Context: an optimization exercise on an open-source flow, tuned for small area and a short achievable clock period. The choices shown serve that exercise and are no tape-out recipe. Only simulation tests tie the RTL to the original design; equivalence was not proved. Power is estimated from default activity; no workload was simulated.

[flow/run.sh]
#!/bin/bash
# The standard layout (the standard.sh), with three changes:
#  - synthesis leaves adders to abc instead of mapping them to full/half
#    adder cells (ADDER_MAP_FILE empty); registers are mapped as before,
#  - the port buffers are buf_4 instead of the default choice (a delay cell),
#  - timing repair may swap a cell for one of another footprint.
set -uo pipefail
bash standard.sh \
  ADDER_MAP_FILE= \
  "BUFFER_PORTS_ARGS=-buffer_cell sky130_fd_sc_hd__buf_4" \
  MATCH_CELL_FOOTPRINT=0 \
  finish > flow_make.log 2>&1
[standard.sh]
#!/bin/bash
# synth_recipe.tcl (not shown) runs the flow's synth.tcl, then flattens the netlist and writes it again
# the make line also repeats each setting of config.mk as NAME=value (left out here)
make -C /OpenROAD-flow-scripts/flow DESIGN_CONFIG=/design/flow/config.mk WORK_HOME=/design/flow/orfs CLKGATE_MAP_FILE= SYNTH_SCRIPT=/design/flow/synth_recipe.tcl "${@:-finish}"
[config.mk]
export PLATFORM = sky130hd
export DESIGN_NAME = cam_dma_top
export DESIGN_NICKNAME = cam_dma_top
export VERILOG_FILES = /design/flow/design.v
export SDC_FILE = /design/flow/constraint.sdc
export NUM_CORES = 4
export LEC_CHECK = 0
export CAP_MARGIN = 20
export CORE_MARGIN = 2
export CORE_UTILIZATION = 55
export CTS_CLUSTER_DIAMETER = 100
export CTS_CLUSTER_SIZE = 25
export SETUP_SLACK_MARGIN = 3.0
export SLEW_MARGIN = 20
[constraint.sdc]
create_clock -name core_clock -period 5.5 [get_ports {mipi_pclk}]
set_input_delay 1.1000 -clock core_clock [delete_from_list [all_inputs] [get_ports {mipi_pclk}]]
set_output_delay 1.1000 -clock core_clock [all_outputs]
set_load 0.01 [all_outputs]
[design.v]
package cam_dma_pkg;
   typedef struct packed {
      logic [8-1:0] b;
      logic [8-1:0] g;
      logic [8-1:0] r;
   } rgb_pix_t;
   typedef logic [2*3*8-1:0] rgb_pair_t;
   typedef struct packed {
      logic [64/2-3*8-1:0] pad1;
      rgb_pix_t                              pix1;
      logic [64/2-3*8-1:0] pad0;
      rgb_pix_t                              pix0;
   } dma_word_t;
endpackage
module cam_capture_ctrl (
   input  logic mipi_pclk,
   input  logic rst_n,
   input  logic cam_vsync,
   input  logic trigger_capture_frame,
   input  logic continuous_capture_frame,
   input  logic rgb_gray,
   input  logic fifo_wr,
   output logic capture_frame,
   output logic gray_mode,
   output logic frame_start
);
   logic trig_r1;
   logic trig_r2;
   logic trig_r3;
   logic trig_hold;
   logic cont_r1;
   logic cont_r2;
   logic cont_hold;
   logic gray_r1;
   logic vsync_r;
   assign frame_start = vsync_r && !cam_vsync;
   always_ff @(posedge mipi_pclk) begin
      if (!rst_n) begin
         trig_r1   <= 1'b0;
         trig_r2   <= 1'b0;
         trig_r3   <= 1'b0;
         trig_hold <= 1'b0;
         cont_r1   <= 1'b0;
         cont_r2   <= 1'b0;
         cont_hold <= 1'b0;
         gray_r1   <= 1'b0;
         gray_mode <= 1'b0;
         vsync_r   <= 1'b0;
      end else begin
         trig_r1   <= trigger_capture_frame;
         trig_r2   <= trig_r1;
         trig_r3   <= trig_r2;
         if (trig_r2 && !trig_r3) begin
            trig_hold <= 1'b1;
         end else if (fifo_wr) begin
            trig_hold <= 1'b0;
         end
         cont_r1   <= continuous_capture_frame;
         cont_r2   <= cont_r1;
         if (cont_r2) begin
            cont_hold <= 1'b1;
         end
         gray_r1   <= rgb_gray;
         gray_mode <= gray_r1;
         vsync_r   <= cam_vsync;
      end
   end
   always_ff @(posedge mipi_pclk) begin
      if (!rst_n) begin
         capture_frame <= 1'b0;
      end else if (frame_start) begin
         if (trig_hold || cont_hold) begin
            capture_frame <= 1'b1;
         end else begin
            capture_frame <= 1'b0;
         end
      end
   end
endmodule
module pixel_pack (
   input  logic                  mipi_pclk,
   input  logic                  rst_n,
   input  logic                  pix_valid,
   input  cam_dma_pkg::rgb_pair_t pix_data,
   input  logic                  capture_frame,
   input  logic                  gray_mode,
   output logic                  wr_en,
   output cam_dma_pkg::rgb_pair_t wdata,
   output cam_dma_pkg::rgb_pair_t wdata_gray,
   output cam_dma_pkg::rgb_pair_t wdata_raw
);
   logic [CS_W-1:0]        pix_r0;
   logic [CS_W-1:0]        pix_r1;
   logic                   gray_r;
   cam_dma_pkg::rgb_pair_t gray_pair;
   localparam int CS_W = 32;
   function automatic logic [10:0] tab77(input logic [3:0] d);
      case (d)
         4'd0: tab77 = 11'd0;
         4'd1: tab77 = 11'd77;
         4'd2: tab77 = 11'd154;
         4'd3: tab77 = 11'd231;
         4'd4: tab77 = 11'd308;
         4'd5: tab77 = 11'd385;
         4'd6: tab77 = 11'd462;
         4'd7: tab77 = 11'd539;
         4'd8: tab77 = 11'd616;
         4'd9: tab77 = 11'd693;
         4'd10: tab77 = 11'd770;
         4'd11: tab77 = 11'd847;
         4'd12: tab77 = 11'd924;
         4'd13: tab77 = 11'd1001;
         4'd14: tab77 = 11'd1078;
         4'd15: tab77 = 11'd1155;
         default: tab77 = '0;
      endcase
   endfunction
   function automatic logic [11:0] tab150(input logic [3:0] d);
      case (d)
         4'd0: tab150 = 12'd0;
         4'd1: tab150 = 12'd150;
         4'd2: tab150 = 12'd300;
         4'd3: tab150 = 12'd450;
         4'd4: tab150 = 12'd600;
         4'd5: tab150 = 12'd750;
         4'd6: tab150 = 12'd900;
         4'd7: tab150 = 12'd1050;
         4'd8: tab150 = 12'd1200;
         4'd9: tab150 = 12'd1350;
         4'd10: tab150 = 12'd1500;
         4'd11: tab150 = 12'd1650;
         4'd12: tab150 = 12'd1800;
         4'd13: tab150 = 12'd1950;
         4'd14: tab150 = 12'd2100;
         4'd15: tab150 = 12'd2250;
         default: tab150 = '0;
      endcase
   endfunction
   function automatic logic [8:0] tab29(input logic [3:0] d);
      case (d)
         4'd0: tab29 = 9'd0;
         4'd1: tab29 = 9'd29;
         4'd2: tab29 = 9'd58;
         4'd3: tab29 = 9'd87;
         4'd4: tab29 = 9'd116;
         4'd5: tab29 = 9'd145;
         4'd6: tab29 = 9'd174;
         4'd7: tab29 = 9'd203;
         4'd8: tab29 = 9'd232;
         4'd9: tab29 = 9'd261;
         4'd10: tab29 = 9'd290;
         4'd11: tab29 = 9'd319;
         4'd12: tab29 = 9'd348;
         4'd13: tab29 = 9'd377;
         4'd14: tab29 = 9'd406;
         4'd15: tab29 = 9'd435;
         default: tab29 = '0;
      endcase
   endfunction
   function automatic logic [CS_W-1:0] luma_cs(input logic [7:0] r, input logic [7:0] g, input logic [7:0] b);
      logic [10:0] tr0;
      logic [10:0] tr1;
      logic [11:0] tg0;
      logic [11:0] tg1;
      logic [8:0] tb0;
      logic [8:0] tb1;
      logic f0s;
      logic f1s;
      logic f2s;
      logic f3s;
      logic f4s;
      logic f5s;
      logic f6s;
      logic f7s;
      logic f8s;
      logic f9s;
      logic f10s;
      logic f11s;
      logic f12s;
      logic f13s;
      logic f14s;
      logic f15s;
      logic f16s;
      logic f17s;
      logic f18s;
      logic f19s;
      logic f20s;
      logic f21s;
      logic f22s;
      logic f23s;
      logic f24s;
      logic f25s;
      logic f26s;
      logic f27s;
      logic f28s;
      logic f29s;
      logic f0c;
      logic f1c;
      logic f2c;
      logic f3c;
      logic f4c;
      logic f5c;
      logic f6c;
      logic f7c;
      logic f8c;
      logic f9c;
      logic f10c;
      logic f11c;
      logic f12c;
      logic f13c;
      logic f14c;
      logic f15c;
      logic f16c;
      logic f17c;
      logic f18c;
      logic f19c;
      logic f20c;
      logic f21c;
      logic f22c;
      logic f23c;
      logic f24c;
      logic f25c;
      logic f26c;
      logic f27c;
      logic f28c;
      logic f29c;
      logic h0s;
      logic h1s;
      logic h2s;
      logic h3s;
      logic h4s;
      logic h5s;
      logic h6s;
      logic h0c;
      logic h1c;
      logic h2c;
      logic h3c;
      logic h4c;
      logic h5c;
      logic h6c;
      tr0 = tab77(r[3:0]);
      tr1 = tab77(r[7:4]);
      tg0 = tab150(g[3:0]);
      tg1 = tab150(g[7:4]);
      tb0 = tab29(b[3:0]);
      tb1 = tab29(b[7:4]);
      h0s = tb0[4] ^ tb1[0];
      h0c = tb0[4] & tb1[0];
      f0s = tb0[5] ^ tb1[1] ^ tg0[5];
      f0c = (tb0[5] & tb1[1]) | (tb0[5] & tg0[5]) | (tb1[1] & tg0[5]);
      h1s = tg1[1] ^ tr0[5];
      h1c = tg1[1] & tr0[5];
      f1s = tb0[6] ^ tb1[2] ^ tg0[6];
      f1c = (tb0[6] & tb1[2]) | (tb0[6] & tg0[6]) | (tb1[2] & tg0[6]);
      f2s = tg1[2] ^ tr0[6] ^ tr1[2];
      f2c = (tg1[2] & tr0[6]) | (tg1[2] & tr1[2]) | (tr0[6] & tr1[2]);
      f3s = tb0[7] ^ tb1[3] ^ tg0[7];
      f3c = (tb0[7] & tb1[3]) | (tb0[7] & tg0[7]) | (tb1[3] & tg0[7]);
      f4s = tg1[3] ^ tr0[7] ^ tr1[3];
      f4c = (tg1[3] & tr0[7]) | (tg1[3] & tr1[3]) | (tr0[7] & tr1[3]);
      f5s = tb0[8] ^ tb1[4] ^ tg0[8];
      f5c = (tb0[8] & tb1[4]) | (tb0[8] & tg0[8]) | (tb1[4] & tg0[8]);
      f6s = tg1[4] ^ tr0[8] ^ tr1[4];
      f6c = (tg1[4] & tr0[8]) | (tg1[4] & tr1[4]) | (tr0[8] & tr1[4]);
      f7s = tb1[5] ^ tg0[9] ^ tg1[5];
      f7c = (tb1[5] & tg0[9]) | (tb1[5] & tg1[5]) | (tg0[9] & tg1[5]);
      h2s = tr0[9] ^ tr1[5];
      h2c = tr0[9] & tr1[5];
      f8s = tb1[6] ^ tg0[10] ^ tg1[6];
      f8c = (tb1[6] & tg0[10]) | (tb1[6] & tg1[6]) | (tg0[10] & tg1[6]);
      h3s = tr0[10] ^ tr1[6];
      h3c = tr0[10] & tr1[6];
      f9s = tb1[7] ^ tg0[11] ^ tg1[7];
      f9c = (tb1[7] & tg0[11]) | (tb1[7] & tg1[7]) | (tg0[11] & tg1[7]);
      h4s = tg0[4] ^ tr0[4];
      h4c = tg0[4] & tr0[4];
      f10s = tr1[1] ^ h0c ^ h1s;
      f10c = (tr1[1] & h0c) | (tr1[1] & h1s) | (h0c & h1s);
      f11s = h1c ^ f0c ^ f1s;
      f11c = (h1c & f0c) | (h1c & f1s) | (f0c & f1s);
      f12s = f1c ^ f2c ^ f3s;
      f12c = (f1c & f2c) | (f1c & f3s) | (f2c & f3s);
      f13s = f3c ^ f4c ^ f5s;
      f13c = (f3c & f4c) | (f3c & f5s) | (f4c & f5s);
      f14s = h2s ^ f5c ^ f6c;
      f14c = (h2s & f5c) | (h2s & f6c) | (f5c & f6c);
      f15s = h2c ^ h3s ^ f7c;
      f15c = (h2c & h3s) | (h2c & f7c) | (h3s & f7c);
      f16s = tr1[7] ^ h3c ^ f8c;
      f16c = (tr1[7] & h3c) | (tr1[7] & f8c) | (h3c & f8c);
      f17s = tb1[8] ^ tg1[8] ^ tr1[8];
      f17c = (tb1[8] & tg1[8]) | (tb1[8] & tr1[8]) | (tg1[8] & tr1[8]);
      h5s = tb0[1] ^ tg0[1];
      h5c = tb0[1] & tg0[1];
      f18s = tb0[2] ^ tg0[2] ^ tr0[2];
      f18c = (tb0[2] & tg0[2]) | (tb0[2] & tr0[2]) | (tg0[2] & tr0[2]);
      f19s = tb0[3] ^ tg0[3] ^ tr0[3];
      f19c = (tb0[3] & tg0[3]) | (tb0[3] & tr0[3]) | (tg0[3] & tr0[3]);
      f20s = tr1[0] ^ h0s ^ h4s;
      f20c = (tr1[0] & h0s) | (tr1[0] & h4s) | (h0s & h4s);
      f21s = h4c ^ f0s ^ f10s;
      f21c = (h4c & f0s) | (h4c & f10s) | (f0s & f10s);
      f22s = f2s ^ f10c ^ f11s;
      f22c = (f2s & f10c) | (f2s & f11s) | (f10c & f11s);
      f23s = f4s ^ f11c ^ f12s;
      f23c = (f4s & f11c) | (f4s & f12s) | (f11c & f12s);
      f24s = f6s ^ f12c ^ f13s;
      f24c = (f6s & f12c) | (f6s & f13s) | (f12c & f13s);
      f25s = f7s ^ f13c ^ f14s;
      f25c = (f7s & f13c) | (f7s & f14s) | (f13c & f14s);
      f26s = f8s ^ f14c ^ f15s;
      f26c = (f8s & f14c) | (f8s & f15s) | (f14c & f15s);
      f27s = f9s ^ f15c ^ f16s;
      f27c = (f9s & f15c) | (f9s & f16s) | (f15c & f16s);
      f28s = f9c ^ f17s ^ f16c;
      f28c = (f9c & f17s) | (f9c & f16c) | (f17s & f16c);
      f29s = tg1[9] ^ tr1[9] ^ f17c;
      f29c = (tg1[9] & tr1[9]) | (tg1[9] & f17c) | (tr1[9] & f17c);
      h6s = tg1[10] ^ tr1[10];
      h6c = tg1[10] & tr1[10];
      luma_cs = {h6c, f29c, f28c, f27c, f27s, f26s, f25s, f24s, f23s, f22s, f21s, f20s, f19s, f18s, h5s, tr0[0], tg1[11], h6s, f29s, f28s, f26c, f25c, f24c, f23c, f22c, f21c, f20c, f19c, f18c, h5c, tr0[1], tb0[0]};
   endfunction
   function automatic logic [15:0] cs_row_0(input logic [CS_W-1:0] cs);
      cs_row_0 = {cs[15], cs[14], cs[13], cs[12], cs[11], cs[10], cs[9], cs[8], cs[7], cs[6], cs[5], cs[4], cs[3], cs[2], cs[1], cs[0]};
   endfunction
   function automatic logic [15:0] cs_row_1(input logic [CS_W-1:0] cs);
      cs_row_1 = {cs[31], cs[30], cs[29], cs[28], cs[27], cs[26], cs[25], cs[24], cs[23], cs[22], cs[21], cs[20], cs[19], cs[18], cs[17], cs[16]};
   endfunction
   function automatic logic [7:0] luma_fin(input logic [CS_W-1:0] cs);
      logic [15:0] x, y, gk, pk, gn, pn;
      x = cs_row_0(cs);
      y = cs_row_1(cs);
      gk = x & y;
      pk = x ^ y;
      for (int d = 1; d < 16; d = d * 2) begin
         for (int i = 0; i < 16; i++) begin
            if (i >= d) begin
               gn[i] = gk[i] | (pk[i] & gk[i-d]);
               pn[i] = pk[i] & pk[i-d];
            end else begin
               gn[i] = gk[i];
               pn[i] = pk[i];
            end
         end
         gk = gn;
         pk = pn;
      end
      luma_fin = (x[15:8] ^ y[15:8]) ^ gk[14:7];
   endfunction
   function automatic logic [CS_W-1:0] pack_of(input cam_dma_pkg::rgb_pix_t p, input logic gray);
      logic [CS_W-1:0] cs;
      cs = luma_cs(p.r, p.g, p.b);
      pack_of = gray ? cs : {cs[CS_W-1:3*8], p};
   endfunction
   always_ff @(posedge mipi_pclk) begin
      if (!rst_n) begin
         wr_en <= 1'b0;
      end else begin
         wr_en <= pix_valid && capture_frame;
      end
   end
   always_ff @(posedge mipi_pclk) begin
      pix_r0 <= pack_of(pix_data[3*8-1:0], gray_mode);
      pix_r1 <= pack_of(pix_data[6*8-1:3*8], gray_mode);
      gray_r <= gray_mode;
   end
   logic [8-1:0] gray0;
   logic [8-1:0] gray1;
   assign gray0     = luma_fin(pix_r0);
   assign gray1     = luma_fin(pix_r1);
   assign gray_pair = {gray1, gray1, gray1, gray0, gray0, gray0};
   assign wdata_gray = gray_pair;
   assign wdata_raw  = {pix_r1[3*8-1:0], pix_r0[3*8-1:0]};
   assign wdata      = gray_r ? wdata_gray : wdata_raw;
endmodule
module cam_dma_fifo #(
   parameter int DEPTH = 64
) (
   input  logic                   mipi_pclk,
   input  logic                   rst_n,
   input  logic                   wr_en,
   input  cam_dma_pkg::rgb_pair_t wdata,
   input  cam_dma_pkg::rgb_pair_t wdata_gray,  
   input  cam_dma_pkg::rgb_pair_t wdata_raw,   
   input  logic                   gray_nx,     
   input  logic                   rd_en,
   output cam_dma_pkg::rgb_pair_t rdata,
   output logic                   empty,
   output logic                   empty_nx,
   output logic                   full
);
   localparam int AW = $clog2(DEPTH);
   localparam int SD = DEPTH - 1;
   cam_dma_pkg::rgb_pair_t                  head;
   logic [SD-1:0][2*3*8-1:0] sreg;
   logic [SD-1:0]                           rd_sel;    
   logic [SD-1:0]                           rd_sel_hi;  
   logic                                    sel_gray;  
   logic                                    sel_raw;   
   logic                                    ge2_nx;
   cam_dma_pkg::rgb_pair_t                  rd_word;
   logic                                    ge2;       
   logic                                    cnt_one;   
   logic                                    cnt_two;   
   logic                                    cnt_top;   
   logic                                    do_wr;
   logic                                    do_rd;
   assign do_wr = wr_en && !full;
   assign do_rd = rd_en && !empty;
   assign rdata = head;
   always_ff @(posedge mipi_pclk) begin
      if (do_wr) begin
         sreg <= {sreg[SD-2:0], wdata};
      end
   end
   always_comb begin
      rd_word = ({(2*3*8){sel_gray}} & wdata_gray) |
                ({(2*3*8){sel_raw}} & wdata_raw);
      for (int i = 0; i < SD; i++) begin
         rd_word = rd_word | ({{(3*8){rd_sel_hi[i]}}, {(3*8){rd_sel[i]}}} & sreg[i]);
      end
   end
   always_ff @(posedge mipi_pclk) begin
      if (do_rd || empty) begin
         head <= rd_word;
      end
   end
   always_comb begin
      if (do_wr && !do_rd) begin
         empty_nx = 1'b0;
      end else if (!do_wr && do_rd) begin
         empty_nx = cnt_one;
      end else begin
         empty_nx = empty;
      end
   end
   always_comb begin
      if (do_wr && !do_rd) begin
         ge2_nx = ge2 || cnt_one;
      end else if (!do_wr && do_rd) begin
         ge2_nx = ge2 && !cnt_two;
      end else begin
         ge2_nx = ge2;
      end
   end
   always_ff @(posedge mipi_pclk) begin
      if (!rst_n) begin
         sel_gray <= 1'b0;
         sel_raw  <= 1'b1;
      end else begin
         sel_gray <= !ge2_nx && gray_nx;
         sel_raw  <= !ge2_nx && !gray_nx;
      end
   end
   always_ff @(posedge mipi_pclk) begin
      if (!rst_n) begin
         rd_sel    <= '0;
         rd_sel_hi <= '0;
         empty   <= 1'b1;
         cnt_one <= 1'b0;
         cnt_two <= 1'b0;
         ge2     <= 1'b0;
         cnt_top <= 1'b0;
         full    <= 1'b0;
      end else begin
         empty <= empty_nx;
         ge2   <= ge2_nx;
         if (do_wr && !do_rd) begin
            rd_sel    <= {rd_sel[SD-2:0], cnt_one};
            rd_sel_hi <= {rd_sel_hi[SD-2:0], cnt_one};
            cnt_one <= empty;
            cnt_two <= cnt_one;
            cnt_top <= rd_sel[DEPTH-4];
            full    <= cnt_top;
         end else if (!do_wr && do_rd) begin
            rd_sel    <= {1'b0, rd_sel[SD-1:1]};
            rd_sel_hi <= {1'b0, rd_sel_hi[SD-1:1]};
            cnt_one <= cnt_two;
            cnt_two <= rd_sel[1];
            cnt_top <= full;
            full    <= 1'b0;
         end
      end
   end
endmodule
module cam_dma_writer #(
   parameter int TRANSFER_LEN = 1920
) (
   input  logic                   mipi_pclk,
   input  logic                   rst_n,
   input  logic                   cam_dma_init_done,
   input  logic                   cam_dma_wready,
   input  logic                   fifo_empty_nx,
   input  cam_dma_pkg::rgb_pair_t fifo_rdata,
   output logic                   fifo_rd,
   output logic                   dma_write,
   output logic                   cam_dma_wvalid,
   output logic                   cam_dma_wlast,
   output cam_dma_pkg::dma_word_t cam_dma_wdata
);
   localparam int CW = (TRANSFER_LEN > 1) ? $clog2(TRANSFER_LEN) : 1;
   logic          init_r1;
   logic          init_r2;
   logic          init_r3;
   logic [CW-1:0] beat_cnt;
   logic [CW-1:0] beat_nx;
   logic          at_last;
   logic          dma_write_nx;
   logic          can_send;       
   logic          can_last;       
   assign fifo_rd        = cam_dma_wready && can_send;
   assign cam_dma_wvalid = fifo_rd;
   assign cam_dma_wlast  = cam_dma_wready && can_last;
   always_comb begin
      cam_dma_wdata      = '0;
      cam_dma_wdata.pix1 = fifo_rdata[6*8-1:3*8];
      cam_dma_wdata.pix0 = fifo_rdata[3*8-1:0];
   end
   always_comb begin
      if (init_r2 && !init_r3) begin
         dma_write_nx = 1'b1;
      end else if (cam_dma_wlast) begin
         dma_write_nx = 1'b0;
      end else begin
         dma_write_nx = dma_write;
      end
      if (cam_dma_wlast) begin
         beat_nx = '0;
      end else if (cam_dma_wvalid) begin
         beat_nx = beat_cnt + 1'b1;
      end else begin
         beat_nx = beat_cnt;
      end
   end
   always_ff @(posedge mipi_pclk) begin
      if (!rst_n) begin
         init_r1   <= 1'b0;
         init_r2   <= 1'b0;
         init_r3   <= 1'b0;
         dma_write <= 1'b0;
         beat_cnt  <= '0;
         at_last   <= (TRANSFER_LEN == 1);
         can_send  <= 1'b0;
         can_last  <= 1'b0;
      end else begin
         init_r1   <= cam_dma_init_done;
         init_r2   <= init_r1;
         init_r3   <= init_r2;
         dma_write <= dma_write_nx;
         beat_cnt  <= beat_nx;
         at_last   <= (beat_nx == CW'(TRANSFER_LEN - 1));
         can_send  <= dma_write_nx && !fifo_empty_nx;
         can_last  <= dma_write_nx && !fifo_empty_nx && (beat_nx == CW'(TRANSFER_LEN - 1));
      end
   end
endmodule
module cam_stats #(
   parameter int CLK_RATE = 100000000
) (
   input  logic        mipi_pclk,
   input  logic        rst_n,
   input  logic        fifo_wr,
   input  logic        fifo_full,
   input  logic        dma_beat,
   input  logic        frame_start,
   input  logic        fifo_empty,
   input  logic        dma_write,
   input  logic        cam_dma_wready,
   output logic        debug_fifo_overflow,
   output logic        debug_fifo_underflow,
   output logic [31:0] debug_fifo_wcount,
   output logic [31:0] debug_fifo_rcount,
   output logic [2:0]  debug_dma_status,
   output logic [31:0] frames_per_second
);
   localparam int TW = $clog2(CLK_RATE + 1);
   localparam int FW = $clog2(CLK_RATE / 2 + 2);
   logic [TW-1:0] timer_cnt;
   logic [FW-1:0] frame_cnt;
   logic [FW-1:0] fps;
   logic          period_end;
   logic          overflow_p;
   assign period_end        = (timer_cnt == TW'(CLK_RATE));
   assign debug_dma_status  = {fifo_empty, dma_write, cam_dma_wready};
   assign debug_fifo_underflow = 1'b0;
   assign frames_per_second = 32'(fps);
   always_ff @(posedge mipi_pclk) begin
      if (!rst_n) begin
         overflow_p          <= 1'b0;
         debug_fifo_overflow <= 1'b0;
         debug_fifo_wcount   <= '0;
         debug_fifo_rcount   <= '0;
      end else begin
         overflow_p <= fifo_wr && fifo_full;
         if (overflow_p) begin
            debug_fifo_overflow <= 1'b1;
         end
         if (fifo_wr) begin
            debug_fifo_wcount <= debug_fifo_wcount + 1'b1;
         end
         if (dma_beat) begin
            debug_fifo_rcount <= debug_fifo_rcount + 1'b1;
         end
      end
   end
   always_ff @(posedge mipi_pclk) begin
      if (!rst_n) begin
         timer_cnt <= '0;
         frame_cnt <= '0;
         fps       <= '0;
      end else if (period_end) begin
         timer_cnt <= '0;
         fps       <= frame_cnt + frame_start;
         frame_cnt <= '0;
      end else begin
         timer_cnt <= timer_cnt + 1'b1;
         if (frame_start) begin
            frame_cnt <= frame_cnt + 1'b1;
         end
      end
   end
endmodule
module cam_dma_top #(
   parameter int TRANSFER_LEN = 1920,
   parameter int CLK_RATE     = 999
) (
   input  logic                   mipi_pclk,
   input  logic                   rst_n,
   input  logic                   cam_vsync,
   input  logic                   pix_valid,
   input  cam_dma_pkg::rgb_pair_t pix_data,
   input  logic                   trigger_capture_frame,
   input  logic                   continuous_capture_frame,
   input  logic                   rgb_gray,
   input  logic                   cam_dma_init_done,
   input  logic                   cam_dma_wready,
   output logic                   cam_dma_wvalid,
   output logic                   cam_dma_wlast,
   output cam_dma_pkg::dma_word_t cam_dma_wdata,
   output logic                   debug_fifo_overflow,
   output logic                   debug_fifo_underflow,
   output logic [31:0]            debug_fifo_wcount,
   output logic [31:0]            debug_fifo_rcount,
   output logic [2:0]             debug_dma_status,
   output logic [31:0]            frames_per_second
);
   logic                   capture_frame;
   logic                   gray_mode;
   logic                   frame_start;
   logic                   fifo_wr;
   cam_dma_pkg::rgb_pair_t fifo_wdata;
   cam_dma_pkg::rgb_pair_t fifo_wdata_gray;
   cam_dma_pkg::rgb_pair_t fifo_wdata_raw;
   logic                   fifo_rd;
   cam_dma_pkg::rgb_pair_t fifo_rdata;
   logic                   fifo_empty;
   logic                   fifo_empty_nx;
   logic                   fifo_full;
   logic                   dma_write;
   cam_capture_ctrl cam_capture_ctrl_inst (
      .mipi_pclk                (mipi_pclk),
      .rst_n                    (rst_n),
      .cam_vsync                (cam_vsync),
      .trigger_capture_frame    (trigger_capture_frame),
      .continuous_capture_frame (continuous_capture_frame),
      .rgb_gray                 (rgb_gray),
      .fifo_wr                  (fifo_wr),
      .capture_frame            (capture_frame),
      .gray_mode                (gray_mode),
      .frame_start              (frame_start)
   );
   pixel_pack pixel_pack_inst (
      .mipi_pclk     (mipi_pclk),
      .rst_n         (rst_n),
      .pix_valid     (pix_valid),
      .pix_data      (pix_data),
      .capture_frame (capture_frame),
      .gray_mode     (gray_mode),
      .wr_en         (fifo_wr),
      .wdata         (fifo_wdata),
      .wdata_gray    (fifo_wdata_gray),
      .wdata_raw     (fifo_wdata_raw)
   );
   cam_dma_fifo cam_dma_fifo_inst (
      .mipi_pclk (mipi_pclk),
      .rst_n     (rst_n),
      .wr_en     (fifo_wr),
      .wdata     (fifo_wdata),
      .wdata_gray (fifo_wdata_gray),
      .wdata_raw (fifo_wdata_raw),
      .gray_nx   (gray_mode),
      .rd_en     (fifo_rd),
      .rdata     (fifo_rdata),
      .empty     (fifo_empty),
      .empty_nx  (fifo_empty_nx),
      .full      (fifo_full)
   );
   cam_dma_writer #(
      .TRANSFER_LEN (TRANSFER_LEN)
   ) cam_dma_writer_inst (
      .mipi_pclk         (mipi_pclk),
      .rst_n             (rst_n),
      .cam_dma_init_done (cam_dma_init_done),
      .cam_dma_wready    (cam_dma_wready),
      .fifo_empty_nx     (fifo_empty_nx),
      .fifo_rdata        (fifo_rdata),
      .fifo_rd           (fifo_rd),
      .dma_write         (dma_write),
      .cam_dma_wvalid    (cam_dma_wvalid),
      .cam_dma_wlast     (cam_dma_wlast),
      .cam_dma_wdata     (cam_dma_wdata)
   );
   cam_stats #(
      .CLK_RATE (CLK_RATE)
   ) cam_stats_inst (
      .mipi_pclk            (mipi_pclk),
      .rst_n                (rst_n),
      .fifo_wr              (fifo_wr),
      .fifo_full            (fifo_full),
      .dma_beat             (cam_dma_wvalid),
      .frame_start          (frame_start),
      .fifo_empty           (fifo_empty),
      .dma_write            (dma_write),
      .cam_dma_wready       (cam_dma_wready),
      .debug_fifo_overflow  (debug_fifo_overflow),
      .debug_fifo_underflow (debug_fifo_underflow),
      .debug_fifo_wcount    (debug_fifo_wcount),
      .debug_fifo_rcount    (debug_fifo_rcount),
      .debug_dma_status     (debug_dma_status),
      .frames_per_second    (frames_per_second)
   );
endmodule
==> results by group <==
Outcome
  – Result of the run: no timing/DRC/antenna violations

STA
  – Final slew viol count: 0
  – Maximum clock frequency: 0.351 GHz
  – Summed negative setup slack over all endpoints: 0 ns
  – Number of endpoints failing setup at the final stage: 0
  – Tmin final: 2.85 ns
  – Unrepaired setup endpoints after global routing: true
  – Share of the clock period used by the worst path: 51.8%
  – Final Skew: 0.0392 ns
  – Final Hold Vio Count: 0
  – Worst slew pin tran: 1.05 ns
  – Rel. slew slack: 29.8%

Power and ir drop
  – Switching share of total power: 22.8%
  – Power per unit of standard cell area: 324 nW/um^2
  – Static leakage: 0.0412 uW
  – Overall Power: 45,200 uW
  – Total internal power: 34,900 uW
  – Net switching component of the power: 10,300 uW
  – Largest voltage drop on the vdd net: 0.269 mV
  – Flop pwr share: 63.1%
  – Share of power burned in the clock network: 29.7%
  – Combinational fraction of design power: 7.2%

Critical path
  – Count of buffer and inverter cells on the critical path: 1
  – Required arrival time at the worst endpoint: 4.40 ns
  – Critical path class: flop to output port
  – Register-to-register setup slack: 2.67 ns
  – Startpoint types: flop
  – Largest delay share family, worst path: flip-flops
  – Highest net fanout along the worst path: 1
  – Nature of the critical path endpoint: output port
  – Slowest cell on the critical path: edfxtp_1
  – Crit-path max cell delay: 0.62 ns
  – Cells traversed along the worst timing path: buf_6
  – Data arrival, critical path: 1.75 ns

Logic synthesis
  – Largest family of logic cells by synthesized area: compound AO/OA/AOI/OAI gates
  – Post-synth top flop: edfxtp_1
  – Number of different library cells in the post-synthesis netlist: 97
  – Post-synth top area share: 72.6%
  – Largest area contributor in the synthesized netlist: edfxtp_1
  – YS warnings: 5
  – Post-synth ARST share: 0%
  – Cells after Synth: 7,659
  – Adder-cell area share of the yosys netlist: 0.526%
  – Number of enable-type register cells in the synthesized netlist: 3,072
  – Compound-cell area share of the yosys netlist: 12.7%
  – Synth Area in Simple Gates: 4.52%
  – Mapped Avg Cell Area: 16.6 sq um
  – Post-synthesis sequential area ratio: 77.7%
  – Synthesized-area fraction occupied by xor and xnor cells: 2.14%
  – Summed instance area of the synthesized netlist: 127,000 sq um
  – Top cells by area in the synthesized netlist: edfxtp_1, a22oi_1, dfxtp_1
  – Mux cell area share after synthesis: 0.314%
  – Number of synthesized register bits: 3,393

Clock network
  – CTS sink cnt: 3,393
  – Total clock buffers created by CTS: 154
  – # hold bufs at CTS: 0
  – Clock tree from TritonCTS: done
  – H-tree levels: 4
  – Root buffer selected by CTS: clkbuf_16
  – Buffers from clock root to sink, at most: 3
  – Clock latency of the later-clocked register in the worst-skew pair: 0.90 ns
  – CTS clk-pin slew, worst paths: 0.10 ns

Global routing
  – Pin count of the biggest net entering global routing: 180
  – Total congestion overflow after global routing: 0
  – Via count of the first global-routing pass: 74,198
  – Overall routing resource usage: 36.8%
  – First-pass GRT wire length: 599,000 microns
  – Number of antenna violations at the first check in global routing: 20

Routing
  – Average vias per placed instance: 7.38
  – Number of detailed-route iterations in the first pass: 8
  – Aggregate routed wire length: 442,000 microns
  – Via count: 80,463
  – Per-cell routed wire length: 40.5 microns
  – Iteration-0 DRC count of the detailed router: 16,666
  – Detailed-route DRC error count: 0
  – Final ANT Viol Nets: 0

Cells and area
  – Layout area overhead: 9.99%
  – Share of final-layout standard cells stronger than drive strength 1: 14.9%
  – Fill cells: 16,889
  – Net count of the finished layout: 7,842
  – Final Instance Area: 140,000 sq um

Floorplan
  – Die Outline Area: 235,000 sq um
  – Number of I/O pins: 224
  – Die width: 485 microns
  – Starting density of the core: 55.3%
  – Number of placement rows: 176
  – Placeable core area: 230,000 sq um
  – Vert. Die Dim: 485 microns

Placement
  – Dpl hpwl: 255,000 microns
  – Number of I/O port buffers: 183
  – Standard cell area after detailed placement: 132,000 sq um
  – Routability congestion estimate: 0.916

Flow run
  – MaxCap Viol Count: 0

Min path
  – Kind of path behind the tightest hold check: input port to flop
## cell families after synthesis
kind of cell	Yosys count
DFF	3393
and+or+nand+nor	1123
xor gates and xnor gates	293
AOI/OAI and AO/OA	2108
other	1
buffers and inverters	642
muxes	36
adders and majority gates	63
## worst paths after layout
check,start,cells past startpoint,to
worst max register to register,cam_dma_fifo_inst.rd_sel[1]$_SDFFE_PN0P_,6,cam_dma_fifo_inst.head[14]$_DFFE_PP_
worst max-delay path,cam_dma_fifo_inst.head[20]$_DFFE_PP_,1,cam_dma_wdata[20]
worst min-delay path,cam_vsync,2,cam_capture_ctrl_inst.vsync_r$_SDFF_PN0_
worst min register to register,cam_dma_fifo_inst.sreg[1851]$_DFFE_PP_,0,cam_dma_fifo_inst.sreg[1899]$_DFFE_PP_
## cell usage in the layout (no fill, tap or decap), types with 24 or more instances in the layout
cell,instances
edfxtp_1,3072
a22oi_1,965
a22o_1,353
a221oi_1,348
buf_4,294
nand2_1,252
nand4_1,251
a21oi_1,194
nor2_1,185
xnor2_1,183
clkbuf_16,168
dfxtp_2,166
buf_6,162
nand3_1,142
dfxtp_4,81
xor2_1,78
dfxtp_1,74
o21ai_0,56
clkbuf_1,52
inv_1,50
conb_1,40
nor3_1,39
nor4_1,34
maj3_2,31
maj3_1,31
nand2b_1,28
nor2b_1,24
## cell usage after synthesis (all sizes together) (197+ instances only)
master / count
a21oi: 202
a221oi: 353
a22o: 353
a22oi: 971
buf: 203
clkbuf: 375
dfxtp: 321
edfxtp: 3072
nand2: 267
nand4: 251
nor2: 197
xnor2: 197
## registers in the layout, indices dropped and copies added (netlist names), 10 cells and up
| signal | count |
|---|---|
| cam_dma_fifo_inst.sreg | 3024 |
| cam_dma_fifo_inst.head | 48 |
| cam_dma_fifo_inst.rd_sel | 63 |
| cam_stats_inst.debug_fifo_wcount | 32 |
| cam_dma_fifo_inst.rd_sel_hi | 63 |
| cam_stats_inst.debug_fifo_rcount | 32 |
| pixel_pack_inst.pix_r0 | 32 |
| cam_dma_writer_inst.beat_cnt | 11 |
| cam_stats_inst.timer_cnt | 10 |
| pixel_pack_inst.pix_r1 | 32 |
## power groups by stage
stage / clock network [uW] / logic [uW] / registers [uW]
finish: 13400 / 3260 / 28600
global route: 14200 / 3410 / 28600
CTS: 13400 / 2910 / 28500
detailed placement: 0 / 2320 / 29100
global placement: 0 / 2310 / 29100
floorplan: 0 / 1540 / 29500
## metrics by stage
| step | setup WS [ns] | instances | utilization [%] | hold WS, ns |
|---|---|---|---|---|
| finish | 2.65 | 10898 | 60.8 | 0.410 |
| global route | 2.65 | 10879 | 60.8 | 0.391 |
| CTS | 2.59 | 10843 | 60.4 | 0.360 |
| detailed placement | 1.81 | 10510 | 57.3 | 0.420 |
| global placement | 1.82 | 10510 | 57.3 | 0.414 |
| floorplan | -41.41 | 7698 | - | 0.329 |
## layout make-up
class	count	area, sq um	share of cell area (%)
flip-flops and latches	3393	99200	71.0
multi-input cells	3663	26900	19.3
repair buffers	509	5180	3.71
clock buffers	209	4120	2.95
well taps	3026	3790	2.71
inverters	64	260	0.186
clock inverters	12	166	0.119
diodes	22	55.1	0.0394
## layer usage
| metal | GRT usage (%) | part of all wire, % | up-vias |
|---|---|---|---|
| li1 | - | - | 31185 |
| met1 | 55.3 | 37 | 40945 |
| met2 | 50.6 | 42 | 7196 |
| met3 | 11.7 | 17 | 1127 |
| met4 | 12.6 | 4.1 | 10 |
| met5 | 0 | 0.016 | - |
## repair_timing
action | in CTS | in global routing
cloned | 8 | 5
pin swaps | 21 | 39
buffers inserted | 104 | 28
resized for setup | 506 | 133
endpoints found under the setup margin | 2813 | 1325

==> port drivers added, routing unchanged <==
No port has a modelled driver above. Below, the same layout with a new extraction and two added sets of constraints.
Step 1, drivers: a clkbuf_16 drives mipi_pclk and a buf_2 each remaining input, both assumed.
Step 2 also shifts input and output timing later by t, the mid clock arrival at the registers, as if the neighbouring blocks saw the same clock.
a / b / c = no drivers / after step 1 / after step 2; a / b = the first two.
shift t [ns]: 0.968
setup slack, ns: 2.651 / 2.560 / 2.159
clock arrival spread, ns: 0.043 / 0.043
After both steps this run still meets setup and hold. For this run, drivers alone change the setup slack by -0.091 ns; drivers and shift together by -0.492 ns.
